This is an optimization exercise on Yosys and OpenROAD, whose aim is a short achievable clock period and few clock cycles, not a production implementation. In this exercise RTL edits were held to simulation tests only and were not proved equivalent to the original. Power and IR drop assume default switching activity.

**run.sh**
```bash
#!/bin/bash
# synth_recipe.tcl (not shown) runs the flow's synth.tcl, then flattens the netlist and writes it again
# the make line also repeats each setting of config.mk as NAME=value (left out here)
make -C /OpenROAD-flow-scripts/flow DESIGN_CONFIG=/design/flow/config.mk WORK_HOME=/design/flow/orfs CLKGATE_MAP_FILE= SYNTH_SCRIPT=/design/flow/synth_recipe.tcl finish
```
**config.mk**
```make
export PLATFORM = sky130hd
export DESIGN_NAME = cpu_top
export DESIGN_NICKNAME = cpu_top
export VERILOG_FILES = /design/flow/design.v
export SDC_FILE = /design/flow/constraint.sdc
export NUM_CORES = 4
export LEC_CHECK = 0
export ABC_CLOCK_PERIOD_IN_PS = 3500
export CAP_MARGIN = 20
export CORE_MARGIN = 2
export CORE_UTILIZATION = 40
export SETUP_SLACK_MARGIN = 5
export SLEW_MARGIN = 20
```
**constraint.sdc**
```tcl
create_clock -name core_clock -period 9.0 [get_ports {clk}]
set_input_delay 1.8000 -clock core_clock [delete_from_list [all_inputs] [get_ports {clk}]]
set_output_delay 1.8000 -clock core_clock [all_outputs]
set_load 0.01 [all_outputs]
```
**design.v**
```verilog
`default_nettype none
package isa_pkg;
        typedef logic [15:0] word_t;
        typedef logic [3:0] reg_idx_t;
        typedef enum logic [3:0] {
                op_add  = 4'd0,
                op_addi = 4'd1,
                op_sub  = 4'd2,
                op_sw   = 4'd5,
                op_lw   = 4'd6,
                op_nand = 4'd8,
                op_beq  = 4'd14,
                op_jump = 4'd15
        } opcode_t;
        localparam int field_width = 4;
        localparam int opcode_lsb = 12;
        localparam int field_c_lsb = 8;
        localparam int field_b_lsb = 4;
        localparam int field_a_lsb = 0;
        localparam int jump_offset_width = 12;
        localparam int reg_count = 16;
endpackage
`default_nettype wire
`timescale 1ns/1ps
`default_nettype none
module cpu_top #(
        parameter logic [15:0] reset_pc = '0
) (
        input  logic        clk,
        input  logic        reset,
        input  logic        run_n,
        input  logic [15:0] sram_d,
        output logic [15:0] sram_addr,
        output logic [15:0] sram_q,
        output logic        sram_we_n
);
        localparam int CI = 4;           
        localparam int CN = 1 << CI;     
        localparam int TW = 16 - CI;     
        logic [15:0] addr_q;
        logic [15:0] q_q;
        logic        we_n_q;
        logic        bus_fetch;
        logic        bus_load;
        logic [3:0]  ld_c;
        logic [15:0] fpc;
        logic [15:0] ir;
        logic [15:0] d_pc;
        logic [15:0] d_pn;
        logic        d_v;
        logic [15:0] oh_s1;      
        logic [15:0] oh_b;
        logic [3:0]  d_s1;
        logic        d_add, d_addi, d_sub, d_nand, d_sw, d_lw, d_beq, d_j;
        logic        x_v;
        logic [15:0] x_pc;
        logic [15:0] x_tgt;
        logic [15:0] x_seq;
        logic        x_ne_t, x_ne_s;
        logic [15:0] opa, opb;
        logic [3:0]  x_imm;
        logic [3:0]  x_c;
        logic        x_add, x_addi, x_sub, x_nand, x_sw, x_lw, x_beq, x_j;
        logic [15:0] regs [16];
        logic          c_v   [CN];
        logic [TW-1:0] c_tag [CN];
        logic [15:0]   c_dat [CN];
        logic          c_pt  [CN];
        logic [15:0]   c_tgt [CN];
        logic st_w, smc_x, smc_d, smc_f;
        assign st_w  = ~we_n_q;
        assign smc_x = st_w & x_v & (addr_q == x_pc);
        assign smc_d = st_w & d_v & (addr_q == d_pc);
        assign smc_f = st_w & (addr_q == fpc);
        logic [15:0] ea, sum, diff, alu;
        logic        eq, taken, mispredict, x_fire, redirect, x_mem, x_we;
        assign ea   = {12'h000, x_imm} + opb;
        assign sum  = opa + opb;
        assign diff = opa - opb;
        always_comb begin
                if (x_addi)      alu = ea;
                else if (x_sub)  alu = diff;
                else if (x_nand) alu = ~(opa & opb);
                else             alu = sum;
        end
        assign eq         = (opa == opb);
        assign taken      = x_j | (x_beq & eq);
        assign mispredict = taken ? x_ne_t : x_ne_s;
        assign x_fire   = x_v & ~smc_x;
        assign redirect = x_fire & mispredict;
        assign x_mem    = x_fire & (x_lw | x_sw);
        assign x_we     = x_fire & (x_add | x_addi | x_sub | x_nand);
        logic [3:0]  fa, fb, fc;
        logic [15:0] r1, rb, fwd1, fwdb, d_tgt, d_seq;
        logic        ld_haz, d_kill, d_adv;
        assign fa = ir[3:0];
        assign fb = ir[7:4];
        assign fc = ir[11:8];
        always_comb begin
                r1 = '0;
                rb = '0;
                for (int i = 0; i < 16; i++) begin
                        r1 = r1 | (regs[i] & {16{oh_s1[i]}});
                        rb = rb | (regs[i] & {16{oh_b[i]}});
                end
        end
        always_comb begin
                if (x_we && x_c == d_s1)             fwd1 = alu;
                else if (bus_load && ld_c == d_s1)   fwd1 = sram_d;
                else                                 fwd1 = r1;
                if (x_we && x_c == fb)               fwdb = alu;
                else if (bus_load && ld_c == fb)     fwdb = sram_d;
                else                                 fwdb = rb;
        end
        assign d_seq = d_pc + 16'd1;
        assign d_tgt = d_pc + (d_j ? {{4{ir[11]}}, ir[11:0]} : {12'h000, fa});
        assign ld_haz = x_fire & x_lw & (
                ((d_add | d_addi | d_sub | d_nand | d_sw | d_lw | d_beq) & (fb == x_c)) |
                ((d_add | d_sub | d_nand | d_sw | d_beq) & (d_s1 == x_c)));
        assign d_kill = redirect | smc_x | smc_d;
        assign d_adv  = d_v & ~ld_haz & ~d_kill;
        logic [CI-1:0] idx;
        logic [CN-1:0] cmatch, amatch;
        logic          hit, avail, d_free, ir_load, deliver, pt_in;
        logic [15:0]   instr_in, pnext, fpc_next, addr_next;
        logic [3:0]    op_in, s1_in;
        assign idx = fpc[CI-1:0];
        always_comb begin
                for (int i = 0; i < CN; i++) begin
                        cmatch[i] = c_v[i] & (c_tag[i] == fpc[15:CI]) & (idx == i[CI-1:0]);
                        amatch[i] = c_v[i] & (c_tag[i] == addr_q[15:CI]) & (addr_q[CI-1:0] == i[CI-1:0]);
                end
        end
        assign hit      = (|cmatch) & ~smc_f;
        assign avail    = hit | bus_fetch;
        assign d_free   = ~d_v | d_adv;
        assign ir_load  = avail & d_free & ~smc_x & ~smc_d;
        assign deliver  = ir_load & ~redirect;
        assign instr_in = bus_fetch ? sram_d : c_dat[idx];
        assign op_in    = instr_in[15:12];
        assign s1_in    = (op_in == 4'd5 || op_in == 4'd14) ? instr_in[11:8] : instr_in[3:0];
        assign pt_in    = c_pt[idx];
        assign pnext    = pt_in ? c_tgt[idx] : fpc + 16'd1;
        always_comb begin
                if (smc_x)         fpc_next = x_pc;
                else if (redirect) fpc_next = taken ? x_tgt : x_seq;
                else if (smc_d)    fpc_next = d_pc;
                else if (deliver)  fpc_next = pnext;
                else               fpc_next = fpc;
        end
        assign addr_next = x_mem ? ea : fpc_next;
        always_ff @(posedge clk or negedge reset) begin
                if (!reset) begin
                        addr_q    <= reset_pc;
                        q_q       <= '0;
                        we_n_q    <= 1'b1;
                        bus_fetch <= 1'b1;
                        bus_load  <= 1'b0;
                        ld_c      <= '0;
                        fpc       <= reset_pc;
                        ir        <= '0;
                        d_pc      <= '0;
                        d_pn      <= '0;
                        d_v       <= 1'b0;
                        oh_s1     <= '0;
                        oh_b      <= '0;
                        d_s1      <= '0;
                        d_add     <= 1'b0;
                        d_addi    <= 1'b0;
                        d_sub     <= 1'b0;
                        d_nand    <= 1'b0;
                        d_sw      <= 1'b0;
                        d_lw      <= 1'b0;
                        d_beq     <= 1'b0;
                        d_j       <= 1'b0;
                        x_v       <= 1'b0;
                        x_pc      <= '0;
                        x_tgt     <= '0;
                        x_seq     <= '0;
                        x_ne_t    <= 1'b0;
                        x_ne_s    <= 1'b0;
                        opa       <= '0;
                        opb       <= '0;
                        x_imm     <= '0;
                        x_c       <= '0;
                        x_add     <= 1'b0;
                        x_addi    <= 1'b0;
                        x_sub     <= 1'b0;
                        x_nand    <= 1'b0;
                        x_sw      <= 1'b0;
                        x_lw      <= 1'b0;
                        x_beq     <= 1'b0;
                        x_j       <= 1'b0;
                end else if (!run_n) begin
                        addr_q    <= addr_next;
                        q_q       <= opa;
                        we_n_q    <= ~(x_fire & x_sw);
                        bus_fetch <= ~x_mem;
                        bus_load  <= x_fire & x_lw;
                        ld_c      <= x_c;
                        fpc       <= fpc_next;
                        d_v <= deliver | (d_v & ~d_adv & ~d_kill);
                        if (ir_load) begin
                                ir    <= instr_in;
                                d_pc  <= fpc;
                                d_pn  <= pnext;
                                oh_s1 <= 16'd1 << s1_in;
                                oh_b  <= 16'd1 << instr_in[7:4];
                                d_s1  <= s1_in;
                                d_add  <= (op_in == 4'd0);
                                d_addi <= (op_in == 4'd1);
                                d_sub  <= (op_in == 4'd2);
                                d_nand <= (op_in == 4'd8);
                                d_sw   <= (op_in == 4'd5);
                                d_lw   <= (op_in == 4'd6);
                                d_beq  <= (op_in == 4'd14);
                                d_j    <= (op_in == 4'd15);
                        end
                        x_v <= d_adv;
                        if (d_adv) begin
                                x_pc   <= d_pc;
                                x_tgt  <= d_tgt;
                                x_seq  <= d_seq;
                                x_ne_t <= (d_pn != d_tgt);
                                x_ne_s <= (d_pn != d_seq);
                                opa    <= fwd1;
                                opb    <= fwdb;
                                x_imm  <= fa;
                                x_c    <= fc;
                                x_add  <= d_add;
                                x_addi <= d_addi;
                                x_sub  <= d_sub;
                                x_nand <= d_nand;
                                x_sw   <= d_sw;
                                x_lw   <= d_lw;
                                x_beq  <= d_beq;
                                x_j    <= d_j;
                        end
                end
        end
        always_ff @(posedge clk or negedge reset) begin
                if (!reset) begin
                        for (int i = 0; i < 16; i++) begin
                                regs[i] <= '0;
                        end
                end else if (!run_n) begin
                        for (int i = 0; i < 16; i++) begin
                                if (x_we && x_c == i[3:0])
                                        regs[i] <= alu;
                                else if (bus_load && ld_c == i[3:0])
                                        regs[i] <= sram_d;
                        end
                end
        end
        logic [CI-1:0] eidx;
        logic          e_upd;
        assign eidx  = x_pc[CI-1:0];
        assign e_upd = x_fire & c_v[eidx] & (c_tag[eidx] == x_pc[15:CI]);
        always_ff @(posedge clk or negedge reset) begin
                if (!reset) begin
                        for (int i = 0; i < CN; i++) begin
                                c_v[i]  <= 1'b0;
                                c_pt[i] <= 1'b0;
                        end
                end else if (!run_n) begin
                        for (int i = 0; i < CN; i++) begin
                                if (st_w && amatch[i]) begin
                                        c_v[i]  <= 1'b0;
                                        c_pt[i] <= 1'b0;
                                end else if (e_upd && eidx == i[CI-1:0]) begin
                                        c_pt[i] <= taken;
                                        if (bus_fetch && addr_q[CI-1:0] == i[CI-1:0])
                                                c_v[i] <= 1'b1;
                                end else if (bus_fetch && addr_q[CI-1:0] == i[CI-1:0]) begin
                                        c_v[i]  <= 1'b1;
                                        if (!amatch[i])
                                                c_pt[i] <= 1'b0;
                                end
                        end
                end
        end
        always_ff @(posedge clk) begin
                if (!run_n) begin
                        for (int i = 0; i < CN; i++) begin
                                if (bus_fetch && addr_q[CI-1:0] == i[CI-1:0]) begin
                                        c_tag[i] <= addr_q[15:CI];
                                        c_dat[i] <= sram_d;
                                end
                                if (e_upd && eidx == i[CI-1:0])
                                        c_tgt[i] <= x_tgt;
                        end
                end
        end
        assign sram_addr = addr_q;
        assign sram_q    = q_q;
        assign sram_we_n = we_n_q | run_n;
endmodule
`default_nettype wire
```
==> PnR_summary.wiki, run 1 <==
{| class="wikitable"
! Metric !! Value
|-
| Share of flip-flops with an asynchronous set or reset after synthesis || 0.430
|-
| Congestion Overflow GR || 0
|-
| Number of antenna violations at the first check in global routing || 9
|-
| Crit-path max cell delay || 0.63 ns
|-
| Biggest area contributors in the synthesized netlist || sky130_fd_sc_hd__edfxtp_1, sky130_fd_sc_hd__dfrtp_1, sky130_fd_sc_hd__xnor2_1
|-
| Starting density of the core || 0.401
|-
| Leading cell type in the layout, fill and taps excluded || sky130_fd_sc_hd__edfxtp_1
|-
| Required time reported for the critical path endpoint || 9.67 ns
|-
| Post-synth EDFFs || 704
|-
| Number of cells produced by synthesis || roughly 5,900
|-
| P_leak || 26.9 nW
|-
| Top library cells by usage in the layout, fill and taps aside || sky130_fd_sc_hd__edfxtp_1, sky130_fd_sc_hd__nand2_1, sky130_fd_sc_hd__dfrtp_1
|-
| Most used DFF post-synth || sky130_fd_sc_hd__edfxtp_1
|-
| Worst slack at placement || 3.13 ns
|-
| Synthesis-stage register bit count || 1,235
|-
| Weighted congestion at the end of routability-driven global placement || approximately 1.0
|-
| Met2 Track Usage GR || 0.492
|-
| Area share of the largest cell type after synthesis || 0.334
|-
| Maximum vdd drop || 0.000239 V
|-
| Fraction of final layout cells sized beyond drive strength 1 || 0.137
|-
| Number of unique standard cell types used by synthesis || 84
|-
| Synth-to-layout area growth || 15.6%
|-
| Synth Net Count || 5,994
|-
| Arrival time reported for the critical path endpoint || 4.73 ns
|-
| Clock Skew || 0.0445 ns
|-
| Vias || 52,900
|-
| Final Critical Period || 4.06 ns
|-
| Category of the most critical setup path || reg -> reg
|-
| Max_slew headroom || 0.0843
|-
| Clock network latency to the later pin of the worst-skew pair || 0.80 ns
|-
| Number of rows created at floorplan || roughly 150
|-
| Mapped cell area || between 60,000 and 70,000 µm²
|-
| Hold Fails Final Rpt || 0
|-
| Clock-pin transition on the worst setup and hold timing paths || 0.06 ns
|-
| Mapped Avg Cell Area || 10.7 µm²
|-
| Clock tree from TritonCTS || yes
|-
| DRT antenna net count || 0
|-
| 1st-pass router iterations || 8
|-
| Average vias per placed instance || between 6 and 7
|-
| Number of global-route vias before repair || slightly below 50,000
|-
| HPWL reported at the end of detailed placement || 173,000 µm
|-
| Cell type of the slowest stage on the worst timing path || sky130_fd_sc_hd__dfrtp_2
|-
| Top fanout value on the critical path || 50
|-
| Post-synthesis sequential area ratio || 0.543
|-
| Horiz. Die Dim || 402 µm
|-
| Total DRC errors in the routed layout || 0
|-
| Startpoint class of the critical path || register
|-
| Count of pins over their slew limit || 0
|-
| Y dimension of the die || about 400 µm
|-
| Number of clock sinks || 1,235
|-
| Sum of negative setup slack || 0 ns
|-
| Largest net degree at the start of global routing || 150
|-
| Slack of the critical path || ~4.9 ns
|-
| Slew @ Worst Pin || 1.37 ns
|-
| Post-cts hold buffer count || 0
|-
| Family of cells with the greatest summed delay on the critical path || buffers and inverters
|-
| Total number of H-tree levels || 4
|-
| Internal reg-to-reg setup slack || 4.94 ns
|-
| Buffers on Ports || 51
|-
| Avg WL per Cell || 33.3 µm
|-
| Critical path, cell by cell || buf_4 > xnor2_1 > nand4_1 > nor4_2 > buf_4 > a31oi_1 > nand4_1 > nor4_4 > a211oi_4 > buf_12 > nand2_8 > bufbuf_16 > o41ai_2
|-
| Post-layout net count || 5,997
|-
| Count of max-cap constraint violations || 0
|-
| Drt first-iter violations || slightly above 8,000
|-
| Top achievable clock speed || 247 MHz
|-
| CTS root buf || sky130_fd_sc_hd__clkbuf_16
|-
| Warning count from the yosys run || 7
|-
| GR Util met3 || 0.0770
|-
| Cell Pwr Density || approximately 370 nW/µm²
|-
| Die Area || between 150,000 and 200,000 µm²
|-
| Period utilization || 0.451
|-
| Filler cell count || 14,400
|-
| Top-level port count || 52
|-
| Overall fraction of global-route tracks in use || 0.324
|-
| Num CTS Buffers || ~140
|-
| Layer with the highest usage after global routing || met2
|-
| Total Routed Length || ~270,000 µm
|-
| CP Buf/Inv Count || 4
|-
| Met1 GRT Util || 0.422
|-
| Dominant cell type by area after synthesis || sky130_fd_sc_hd__edfxtp_1
|-
| Result of the run || timing/DRC/antenna clean
|-
| Max Buffers Root-to-Sink || 3
|-
| Core ar. || ~160,000 µm²
|-
| Nature of the critical path endpoint || register
|-
| Min-delay worst type || reg -> reg
|-
| Setup repair after global routing missed its margin || true
|-
| Final setup violating endpoints || 0
|-
| Global-route wire length before repair || about 380,000 µm
|}
-- state kept, by name (all words and copies together), names as in the netlist, 16 cells and up --
signal	count
regs	256
c_v	16
opb	16
x_seq	16
addr_q	16
opa	16
x_tgt	16
q_q	16
d_pc	16
d_pn	16
fpc	16
c_dat	256
c_tag	192
x_pc	16
oh_s1	16
oh_b	16
c_pt	16
c_tgt	256
-- synth_stat cells (all sizes together) (12+ instances only) --
| cell type | instances |
|---|---|
| nor3b | 12 |
| nor2b | 36 |
| nand3 | 128 |
| mux2i | 123 |
| buf | 133 |
| a22o | 106 |
| nor4 | 31 |
| o31ai | 38 |
| a222oi | 34 |
| o21ai | 485 |
| xor2 | 90 |
| and3b | 12 |
| a22oi | 262 |
| a21oi | 329 |
| ha | 55 |
| clkbuf | 366 |
| and3 | 49 |
| nand2b | 34 |
| mux2 | 135 |
| a32oi | 25 |
| nand2 | 594 |
| nor2 | 375 |
| a31oi | 28 |
| edfxtp | 704 |
| a211oi | 31 |
| a221oi | 107 |
| dfrtp | 529 |
| nor3 | 60 |
| or4 | 15 |
| o22a | 18 |
| nand4 | 159 |
| o22ai | 28 |
| o211ai | 14 |
| and2 | 30 |
| o21a | 15 |
| inv | 77 |
| a21o | 23 |
| xnor2 | 468 |
-- kinds of logic after synthesis --
kind of cell,count (synthesis),share of synthesized area
AOI/OAI and AO/OA,1650,0.171
and+or+nand+nor,1573,0.116
DFF,1235,0.543
buffers and inverters,580,0.0360
xor gates and xnor gates,558,0.0771
muxes,261,0.0445
adders and majority gates,59,0.0121
-- cell type report --
type                    count  area (µm²)  share of cell area
well taps                2072        2590              0.0354
clock inverters            44         434             0.00593
clock buffers             201        4090              0.0559
diodes                      6        15.0            0.000205
inverters                  81         334             0.00456
flip-flops and latches   1235       34500               0.471
multi-input cells        4104       27600               0.376
repair inverters            2        17.5            0.000239
repair buffers            356        3700              0.0505
-- worst register-to-register path, cell delays in order (launching register included) --
cell	delay, ns
sky130_fd_sc_hd__dfrtp_2	0.63
sky130_fd_sc_hd__buf_4	0.43
sky130_fd_sc_hd__xnor2_1	0.18
sky130_fd_sc_hd__nand4_1	0.27
sky130_fd_sc_hd__nor4_2	0.30
sky130_fd_sc_hd__buf_4	0.17
sky130_fd_sc_hd__a31oi_1	0.04
sky130_fd_sc_hd__nand4_1	0.29
sky130_fd_sc_hd__nor4_4	0.11
sky130_fd_sc_hd__a211oi_4	0.38
sky130_fd_sc_hd__buf_12	0.22
sky130_fd_sc_hd__nand2_8	0.17
sky130_fd_sc_hd__bufbuf_16	0.40
sky130_fd_sc_hd__o41ai_2	0.34
-- final timing paths --
path                       startpoint    endpoint  cells past startpoint
min in group asynchronous       reset      q_q[7]                      1
setup / recovery               fpc[6]         d_j                     13
setup reg to reg               fpc[6]         d_j                     13
hold reg to reg              x_seq[3]    x_seq[3]                      2
max in group asynchronous       reset  regs[5][0]                      2
hold / removal               x_seq[3]    x_seq[3]                      2
-- metal layers --
| layer | up-vias | routed length (µm) |
|---|---|---|
| met5 | - | 28 |
| met4 | 2 | 18900 |
| met3 | 1021 | 29400 |
| met2 | 3793 | 119000 |
| met1 | 26100 | 103000 |
| li1 | 21900 | - |
-- metrics by stage --
stage	area, µm²	utilization	total power, mW	instances	hold WS (ns)
after floorplan	63500	-	15.0	5916	0.428
after global placement	66400	0.421	19.7	7742	0.462
after detailed placement	66400	0.421	19.8	7744	0.470
after CTS	72600	0.460	26.1	8063	0.485
after global routing	73200	0.464	27.7	8095	0.497
final	73200	0.464	26.9	8101	0.487
-- report_power, final --
group	switching (mW)	internal [mW]	total (mW)
sequential	1.66	7.26	8.91
combinational	8.01	4.23	12.2
clock	2.41	3.33	5.74
total	12.1	14.8	26.9
-- repair_timing --
action                                 CTS  global route
endpoints found under the hold margin    0             0
cloned                                   8             6
setup endpoints to repair              602           545
buffers inserted                        66            26
gates resized for setup                202            78
pin swaps                               20            11
Testbench counts, summed over its fixed seeds: cycles 29,150.
==> run 2: changes to the inputs <==
--- a/config.mk
+++ b/config.mk
@@ -6,8 +6,8 @@
 export NUM_CORES = 4
 export LEC_CHECK = 0
-export ABC_CLOCK_PERIOD_IN_PS = 3500
+export ABC_CLOCK_PERIOD_IN_PS = 2500
 export CAP_MARGIN = 20
 export CORE_MARGIN = 2
-export CORE_UTILIZATION = 40
+export CORE_UTILIZATION = 60
 export SETUP_SLACK_MARGIN = 5
 export SLEW_MARGIN = 20
==> PnR_summary.wiki, run 2 <==
{| class="wikitable"
! Metric !! Value
|-
| Total DRC errors in the routed layout || 0
|-
| Max_slew headroom || 0.0576
|-
| Number of unique standard cell types used by synthesis || 84
|-
| Most frequently used cell type in the post-synthesis netlist || sky130_fd_sc_hd__edfxtp_1
|-
| Category of the most critical setup path || reg -> reg
|-
| Min-delay worst type || reg -> reg
|-
| Filler cell count || 7,814
|-
| Top-level port count || 52
|-
| Max Buffers Root-to-Sink || 3
|-
| HPWL reported at the end of detailed placement || 166,000 µm
|-
| Launching point of the worst reg2reg path || fpc[0]
|-
| Number of antenna violations at the first check in global routing || 21
|-
| Weighted congestion at the end of routability-driven global placement || 1.05
|-
| Arrival time reported for the critical path endpoint || 4.70 ns
|-
| Num CTS Buffers || 132
|-
| Fraction of power spent switching nets || 0.456
|-
| Top achievable clock speed || 248 MHz
|-
| Synth-to-layout area growth || 13.1%
|-
| Cell internal power dissipation || approximately 14 mW
|-
| Clock Skew || 0.0474 ns
|-
| Leading cell type in the layout, fill and taps excluded || sky130_fd_sc_hd__edfxtp_1
|-
| CTS root buf || sky130_fd_sc_hd__clkbuf_16
|-
| Largest net degree at the start of global routing || 163
|-
| Global-route wire length before repair || 364,000 µm
|-
| Synth Net Count || 5,994
|-
| Maximum vdd drop || 0.000282 V
|-
| Congestion Overflow GR || 0
|-
| Total number of H-tree levels || 4
|-
| Final setup violating endpoints || 0
|-
| Drt first-iter violations || between 9,000 and 10,000
|-
| Regs by FF count || c_dat: 256 flops, c_tgt: 256 flops, regs: 256 flops
|-
| Count of pins over their slew limit || 0
|-
| Most used DFF post-synth || sky130_fd_sc_hd__edfxtp_1
|-
| 1st-pass router iterations || 10
|-
| Core ar. || ~100,000 µm²
|-
| Result of the run || timing/DRC/antenna clean
|-
| Fraction of final layout cells sized beyond drive strength 1 || 0.133
|-
| Final Critical Period || 4.04 ns
|-
| Required time reported for the critical path endpoint || 9.66 ns
|-
| Number of cells produced by synthesis || a little under 6,000
|-
| Depth of the worst register-to-register path || 15
|-
| Dominant cell type by area after synthesis || sky130_fd_sc_hd__edfxtp_1
|-
| Mapped Avg Cell Area || 10.7 µm²
|-
| Cell depth of the worst min-delay path || 2
|-
| Timing startpoint of the critical path || fpc[0]
|-
| DRT antenna net count || 0
|-
| Die Area || 108,000 µm²
|-
| Most numerous cell types in the synthesized netlist || sky130_fd_sc_hd__edfxtp_1, sky130_fd_sc_hd__nand2_1, sky130_fd_sc_hd__dfrtp_1
|-
| Top fanout value on the critical path || 26
|-
| Reported net switching power || 12.1 mW
|-
| Clock-pin transition on the worst setup and hold timing paths || 0.06 ns
|-
| Part of the total power dissipated in the clock network || 0.207
|-
| Horiz. Die Dim || 329 µm
|-
| Vias || 53,900
|-
| Number of clock sinks || 1,235
|-
| Final cell area excluding filler cells || 71,700 µm²
|-
| Post-synth EDFFs || roughly 700
|-
| Warning count from the yosys run || 7
|-
| Period utilization || 0.448
|-
| Y dimension of the die || 329 µm
|-
| Count of max-cap constraint violations || 0
|-
| Proportion of power drawn by flip-flops and latches || 0.336
|-
| Biggest area contributors in the synthesized netlist || sky130_fd_sc_hd__edfxtp_1, sky130_fd_sc_hd__dfrtp_1, sky130_fd_sc_hd__xnor2_1
|-
| Post-synthesis sequential area ratio || 0.543
|-
| Hold path startpoint || x_seq[4]
|-
| Area share of the largest cell type after synthesis || 0.334
|-
| Average vias per placed instance || around 7.3
|-
| Synthesis-stage register bit count || between 1,000 and 1,500
|-
| Starting density of the core || 0.604
|-
| Clock tree from TritonCTS || yes
|-
| Slew @ Worst Pin || between 1 and 1.5 ns
|-
| Area after DPL || 65,400 µm²
|-
| Clock network latency to the later pin of the worst-skew pair || 0.80 ns
|-
| Share of flip-flops with an asynchronous set or reset after synthesis || 0.430
|-
| Sum of negative setup slack || 0 ns
|-
| Hold Fails Final Rpt || 0
|-
| Number of global-route vias before repair || 49,700
|-
| Buffers on Ports || 51
|-
| Startpoint class of the critical path || register
|-
| Logic pwr share || 0.457
|-
| Avg WL per Cell || 35.1 µm
|-
| Number of rows created at floorplan || 119
|-
| Post-layout net count || a little under 6,000
|-
| Top library cells by usage in the layout, fill and taps aside || sky130_fd_sc_hd__edfxtp_1, sky130_fd_sc_hd__nand2_1, sky130_fd_sc_hd__dfrtp_1
|-
| Mapped cell area || roughly 63,000 µm²
|-
| P_leak || 26.6 nW
|-
| Nature of the critical path endpoint || register
|-
| Cell Pwr Density || 371 nW/µm²
|-
| Setup repair after global routing missed its margin || true
|-
| Total Routed Length || around 260,000 µm
|-
| Overall fraction of global-route tracks in use || 0.473
|}
## run 2: kinds of logic after synthesis
group	share of synthesized area
muxes	0.0445
buffers and inverters	0.0360
DFF	0.543
AOI/OAI and AO/OA	0.171
adders and majority gates	0.0121
and+or+nand+nor	0.116
xor gates and xnor gates	0.0771
## run 2: final timing paths
kind                                     to  slack [ns]
worst max register to register    addr_q[1]        4.96
worst max-delay path              addr_q[1]        4.96
worst min register to register     x_seq[4]        0.48
min in group asynchronous           c_v[15]        0.98
worst min-delay path               x_seq[4]        0.48
max in group asynchronous       regs[13][8]        5.69
## run 2: power by group through the flow
stage / Combinational, mW / Clock, mW / Sequential [mW]
final: 12.1 / 5.50 / 8.93
after global routing: 12.6 / 5.72 / 8.94
after CTS: 11.2 / 5.50 / 8.79
after detailed placement: 10.6 / 0 / 9.03
after global placement: 10.5 / 0 / 9.00
after floorplan: 7.00 / 0 / 8.04
## run 2: worst max-delay path, stage by stage, from the launching register on
cell                       delay (ns)
sky130_fd_sc_hd__dfrtp_2         0.36
sky130_fd_sc_hd__buf_4           0.17
sky130_fd_sc_hd__ha_4            0.23
sky130_fd_sc_hd__and3_1          0.25
sky130_fd_sc_hd__clkbuf_8        0.39
sky130_fd_sc_hd__nand4_1         0.18
sky130_fd_sc_hd__nor3_2          0.36
sky130_fd_sc_hd__a31oi_1         0.19
sky130_fd_sc_hd__nand4_1         0.24
sky130_fd_sc_hd__nor4_4          0.10
sky130_fd_sc_hd__a211oi_4        0.27
sky130_fd_sc_hd__buf_12          0.23
sky130_fd_sc_hd__mux2i_1         0.22
sky130_fd_sc_hd__a21oi_1         0.15
sky130_fd_sc_hd__a211o_1         0.35
sky130_fd_sc_hd__a22o_1          0.20
## run 2: final cells by class
type	count	area [µm²]	share of cell area
diodes	7	17.5	0.000244
clock buffers	181	3620	0.0505
clock inverters	58	722	0.0101
inverters	81	335	0.00468
multi-input cells	4103	27600	0.385
flip-flops and latches	1235	34500	0.481
well taps	1391	1740	0.0243
repair buffers	322	3170	0.0442
repair inverters	2	17.5	0.000244
## run 2: per-layer routing
| metal | track usage | vias to the layer above | part of all wire |
|---|---|---|---|
| li1 | - | 21800 | - |
| met1 | 0.625 | 26100 | 0.36 |
| met2 | 0.670 | 4733 | 0.42 |
| met3 | 0.181 | 1183 | 0.16 |
| met4 | 0.262 | 20 | 0.067 |
| met5 | 0.00217 | - | 0.00073 |
## run 2: repair_timing
item	CTS	global route
endpoints found under the setup margin	761	479
gates resized for setup	176	84
setup buffers	53	29
pin swaps	18	11
hold buffers	0	0
gates cloned	7	3
endpoints found under the hold margin	0	0
## run 2: metrics by stage
| stage | power (mW) | setup slack [ns] | hold WS (ns) | util | instances |
|---|---|---|---|---|---|
| floorplan | 15.0 | 4.76 | 0.428 | - | 5916 |
| detailed placement | 19.6 | 3.11 | 0.470 | 0.623 | 7042 |
| finish | 26.6 | 4.96 | 0.483 | 0.683 | 7380 |
| global route | 27.2 | 4.98 | 0.510 | 0.683 | 7373 |
| CTS | 25.5 | 5.00 | 0.482 | 0.677 | 7341 |
| global placement | 19.5 | 3.10 | 0.461 | 0.623 | 7040 |
==> run 3: changes to the inputs <==
--- a/design.v
+++ b/design.v
@@ -52,4 +52,5 @@
         logic [15:0] oh_b;
         logic [3:0]  d_s1;
+        logic        d_pt;       
         logic        d_add, d_addi, d_sub, d_nand, d_sw, d_lw, d_beq, d_j;
         logic        x_v;
@@ -93,5 +94,5 @@
         logic [3:0]  fa, fb, fc;
         logic [15:0] r1, rb, fwd1, fwdb, d_tgt, d_seq;
-        logic        ld_haz, d_kill, d_adv;
+        logic        ld_haz, d_kill, d_adv, early;
         assign fa = ir[3:0];
         assign fb = ir[7:4];
@@ -120,4 +121,5 @@
         assign d_kill = redirect | smc_x | smc_d;
         assign d_adv  = d_v & ~ld_haz & ~d_kill;
+        assign early = d_v & ~d_kill & ~d_pt & (d_j | (d_beq & (fc == fb)));
         logic [CI-1:0] idx;
         logic [CN-1:0] cmatch, amatch;
@@ -136,5 +138,5 @@
         assign d_free   = ~d_v | d_adv;
         assign ir_load  = avail & d_free & ~smc_x & ~smc_d;
-        assign deliver  = ir_load & ~redirect;
+        assign deliver  = ir_load & ~redirect & ~early;
         assign instr_in = bus_fetch ? sram_d : c_dat[idx];
         assign op_in    = instr_in[15:12];
@@ -146,4 +148,5 @@
                 else if (redirect) fpc_next = taken ? x_tgt : x_seq;
                 else if (smc_d)    fpc_next = d_pc;
+                else if (early)    fpc_next = d_tgt;
                 else if (deliver)  fpc_next = pnext;
                 else               fpc_next = fpc;
@@ -166,4 +169,5 @@
                         oh_b      <= '0;
                         d_s1      <= '0;
+                        d_pt      <= 1'b0;
                         d_add     <= 1'b0;
                         d_addi    <= 1'b0;
@@ -201,8 +205,9 @@
                         fpc       <= fpc_next;
                         d_v <= deliver | (d_v & ~d_adv & ~d_kill);
-                        if (ir_load) begin
+                        if (ir_load & ~early) begin
                                 ir    <= instr_in;
                                 d_pc  <= fpc;
                                 d_pn  <= pnext;
+                                d_pt  <= pt_in;
                                 oh_s1 <= 16'd1 << s1_in;
                                 oh_b  <= 16'd1 << instr_in[7:4];
@@ -217,4 +222,8 @@
                                 d_j    <= (op_in == 4'd15);
                         end
+                        if (early) begin
+                                d_pn <= d_tgt;
+                                d_pt <= 1'b1;
+                        end
                         x_v <= d_adv;
                         if (d_adv) begin
@@ -222,6 +231,6 @@
                                 x_tgt  <= d_tgt;
                                 x_seq  <= d_seq;
-                                x_ne_t <= (d_pn != d_tgt);
-                                x_ne_s <= (d_pn != d_seq);
+                                x_ne_t <= ~early & (d_pn != d_tgt);
+                                x_ne_s <= early | (d_pn != d_seq);
                                 opa    <= fwd1;
                                 opb    <= fwdb;
--- a/config.mk
+++ b/config.mk
@@ -6,8 +6,8 @@
 export NUM_CORES = 4
 export LEC_CHECK = 0
-export ABC_CLOCK_PERIOD_IN_PS = 2500
+export ABC_CLOCK_PERIOD_IN_PS = 3500
 export CAP_MARGIN = 20
 export CORE_MARGIN = 2
-export CORE_UTILIZATION = 60
+export CORE_UTILIZATION = 40
 export SETUP_SLACK_MARGIN = 5
 export SLEW_MARGIN = 20
==> PnR_summary.wiki, run 3 <==
{| class="wikitable"
! Metric !! Value
|-
| Result of the run || timing/DRC/antenna clean
|-
| Mapped cell area || 64,400 µm²
|-
| Launching point of the worst reg2reg path || x_pc[1]
|-
| P_leak || 27.5 nW
|-
| Core ar. || 160,000 µm²
|-
| Slack of the critical path || between 4 and 5 ns
|-
| 1st-pass router iterations || 26
|-
| Reported net switching power || 13.5 mW
|-
| Post-synthesis sequential area ratio || 0.535
|-
| Post-cts hold buffer count || 0
|-
| Clock network latency to the later pin of the worst-skew pair || between 0.8 and 0.9 ns
|-
| Total design power || 29.2 mW
|-
| Y dimension of the die || about 410 µm
|-
| Total Routed Length || between 200,000 and 300,000 µm
|-
| Regs by FF count || c_dat: 256 flops, c_tgt: 256 flops, regs: 256 flops
|-
| Depth of the worst register-to-register path || 12
|-
| Final core area utilization || 0.466
|-
| Area share of the largest cell type after synthesis || 0.328
|-
| Global-route wire length before repair || 391,000 µm
|-
| CTS root buf || sky130_fd_sc_hd__clkbuf_16
|-
| Cell type of the slowest stage on the worst timing path || sky130_fd_sc_hd__buf_16
|-
| FF-to-FF End || c_pt[9]
|-
| Slew @ Worst Pin || 1.35 ns
|-
| Endpoint with the worst hold slack || x_seq[0]
|-
| Maximum vdd drop || approximately 0.00024 V
|-
| Startpoint class of the critical path || input port
|-
| Setup repair after global routing missed its margin || true
|-
| CP Buf/Inv Count || 3
|-
| HPWL reported at the end of detailed placement || 180,000 µm
|-
| Horiz. Die Dim || 405 µm
|-
| Internal reg-to-reg setup slack || 4.98 ns
|-
| Hold Fails Final Rpt || 0
|-
| Total number of H-tree levels || 4
|-
| Number of cells produced by synthesis || 6,051
|-
| Clock Skew || 0.0300 ns
|-
| Most numerous cell types in the synthesized netlist || sky130_fd_sc_hd__nand2_1, sky130_fd_sc_hd__edfxtp_1, sky130_fd_sc_hd__dfrtp_1
|-
| Area of the multi-input gates || 28,900 µm²
|-
| Number of rows created at floorplan || roughly 150
|-
| Top achievable clock speed || 247 MHz
|-
| Max Buffers Root-to-Sink || 3
|-
| Hold path startpoint || x_seq[0]
|-
| Crit-path max cell delay || 0.13 ns
|-
| Largest net degree at the start of global routing || 149
|-
| Most used DFF post-synth || sky130_fd_sc_hd__edfxtp_1
|-
| Synthesis-stage register bit count || 1,236
|-
| Overall fraction of global-route tracks in use || 0.333
|-
| Filler cell count || 14,700
|-
| Logic pwr share || 0.479
|-
| Final Critical Period || between 4 and 5 ns
|-
| Share of flip-flops with an asynchronous set or reset after synthesis || 0.430
|-
| Part of the total power dissipated in the clock network || 0.206
|-
| Number of unique standard cell types used by synthesis || 93
|-
| Final instance count without filler cells || around 8,300
|-
| Worst slack at placement || 3.88 ns
|-
| Min-delay worst type || reg -> reg
|-
| Drt first-iter violations || approximately 8,200
|-
| Cell depth of the worst min-delay path || 2
|-
| Clock-pin transition on the worst setup and hold timing paths || roughly 0.060 ns
|-
| Synth Net Count || just over 6,000
|-
| Number of global-route vias before repair || 51,400
|-
| Most frequently used cell type in the post-synthesis netlist || sky130_fd_sc_hd__nand2_1
|-
| Biggest area contributors in the synthesized netlist || sky130_fd_sc_hd__edfxtp_1, sky130_fd_sc_hd__dfrtp_1, sky130_fd_sc_hd__xnor2_1
|-
| Final setup violating endpoints || 0
|-
| Leading cell type in the layout, fill and taps excluded || sky130_fd_sc_hd__edfxtp_1
|-
| Nature of the critical path endpoint || output port
|-
| Family of cells with the greatest summed delay on the critical path || buffers and inverters
|-
| Starting density of the core || 0.402
|-
| Buffers on Ports || around 50
|-
| Fraction of power spent switching nets || 0.463
|-
| Sum of negative setup slack || 0 ns
|-
| Count of max-cap constraint violations || 0
|-
| DRT antenna net count || 0
|-
| Average vias per placed instance || 6.55
|-
| Clock tree from TritonCTS || yes
|-
| Total placed cells including tap cells || 7,994
|-
| Timing startpoint of the critical path || run_n
|-
| Dominant cell type by area after synthesis || sky130_fd_sc_hd__edfxtp_1
|-
| Post-synth EDFFs || 704
|-
| Required time reported for the critical path endpoint || about 7.2 ns
|-
| Top fanout value on the critical path || 3
|-
| Avg WL per Cell || 33.6 µm
|-
| Count of pins over their slew limit || 0
|-
| Vias || 54,600
|-
| Cell internal power dissipation || 15.7 mW
|-
| Die Area || 164,000 µm²
|-
| Cell Pwr Density || 392 nW/µm²
|-
| Area occupied by registers || 34,500 µm²
|-
| Congestion Overflow GR || 0
|-
| Total DRC errors in the routed layout || 0
|-
| Synth-to-layout area growth || 16.0%
|-
| Category of the most critical setup path || in -> out
|-
| Top library cells by usage in the layout, fill and taps aside || sky130_fd_sc_hd__edfxtp_1, sky130_fd_sc_hd__nand2_1, sky130_fd_sc_hd__dfrtp_1
|-
| Warning count from the yosys run || 7
|-
| Post-layout net count || about 6,100
|-
| Max_slew headroom || 0.0979
|-
| Top-level port count || 52
|-
| Proportion of power drawn by flip-flops and latches || 0.314
|-
| Fraction of final layout cells sized beyond drive strength 1 || 0.138
|-
| Number of antenna violations at the first check in global routing || 9
|-
| Mapped Avg Cell Area || 10.6 µm²
|-
| Number of clock sinks || roughly 1,200
|-
| Arrival time reported for the critical path endpoint || roughly 2.3 ns
|-
| Period utilization || 0.450
|-
| Critical path, cell by cell || buf_16 > nor2_4 > inv_4 > buf_6
|-
| Num CTS Buffers || ~140
|-
| Weighted congestion at the end of routability-driven global placement || ~1.1
|}
==> run 3: how the worst max path moves through the flow <==
| stage | to | slack (ns) | depth (start not counted) |
|---|---|---|---|
| after floorplan | c_pt[11] | 4.55 | 8 |
| after global placement | oh_b[10] | 3.77 | 11 |
| after detailed placement | oh_b[15] | 3.88 | 11 |
| after CTS | sram_we_n | 4.96 | 4 |
| after global routing | c_pt[9] | 4.93 | 11 |
| final | sram_we_n | 4.95 | 4 |
==> run 3: logic make-up (layout without fill, tap and decap cells) <==
kind of cell	Yosys count	after routing	synth area share
buffers and inverters	553	669	0.0348
multiplexers	243	243	0.0405
adder cells (fa/ha/maj)	59	59	0.0119
AO/OA/AOI/OAI	1642	1642	0.175
AND/OR/NAND/NOR	1757	1757	0.127
other	0	4	0
XOR/XNOR	561	561	0.0763
flip-flops	1236	1236	0.535
==> run 3: per-layer routing <==
layer / GRT usage / part of all wire / up-vias
met1: 0.418 / 0.37 / 27000
met2: 0.511 / 0.44 / 3779
li1: - / - / 22600
met5: 0 / 0.00024 / -
met3: 0.0830 / 0.11 / 1170
met4: 0.219 / 0.081 / 12
==> run 3: repair_timing <==
| item | 4_1_cts | 5_1_grt |
|---|---|---|
| resized for setup | 204 | 119 |
| cloned | 4 | 4 |
| setup buffers | 40 | 28 |
| pin swaps | 9 | 12 |
| endpoints found under the setup margin | 687 | 359 |
==> run 3: cell type report <==
class                      instances  share of cell area
antenna                            4            0.000134
clock buffer                     165              0.0490
clock inverter                    91              0.0151
inverter                          60             0.00320
multi-input combinational       4262               0.386
sequential                      1236               0.462
tap                             2160              0.0362
timing repair buffer             353              0.0479
==> run 3: power groups by stage <==
| stage | clock, mW | combinational (mW) | sequential [mW] |
|---|---|---|---|
| floorplan | 0 | 7.91 | 8.32 |
| global placement | 0 | 12.4 | 9.27 |
| detailed placement | 0 | 12.4 | 9.30 |
| CTS | 6.07 | 13.2 | 9.07 |
| global route | 6.29 | 14.6 | 9.24 |
| finish | 6.04 | 14.0 | 9.19 |
==> run 3: worst min-delay path: cells and delay by family (launching register included) <==
kind | cells | cell delay [ns]
and+or+nand+nor | 1 | 0.05
DFF | 1 | 0.34
AOI/OAI and AO/OA | 1 | 0.06
==> run 3: through the flow <==
step | hold slack [ns] | cell area, µm²
floorplan | 0.435 | 64500
global placement | 0.463 | 67700
detailed placement | 0.471 | 67800
CTS | 0.485 | 73800
global route | 0.503 | 74700
finish | 0.486 | 74700
Testbench counts of run 3, summed over its fixed seeds: cycles 28,863.

-- re-timing with driven ports --
How much do the figures lean on ideal ports? The routed layouts below were timed once more, with nothing changed but the port constraints. Step 1: set_driving_cell puts a clkbuf_16 on clk and a buf_2 on each other input, an assumption about the parent block. Step 2 moves the port delays by t, midway between the first and last clock arrival at a register: inputs arrive t later, outputs are due t later. That takes back most of the time a late clock gives input paths. a / b / c = ideal ports / drivers / drivers and shift; a / b = the first two.
| run | t, ns | slack for setup (ns) | hold slack, ns |
|---|---|---|---|
| run 1 | 0.859 | 4.944 / 4.854 / 4.470 | 0.487 / 0.487 / 0.487 |
| run 2 | 0.848 | 4.965 / 4.885 / 4.287 | 0.483 / 0.483 / 0.483 |
| run 3 | 0.875 | 4.952 / 4.740 / 4.144 | 0.486 / 0.486 / 0.486 |
After both steps setup and hold are still met in every run listed. The setup slack of run 3, which loses most, moves by -0.212 ns with the drivers and by -0.808 ns with both steps.
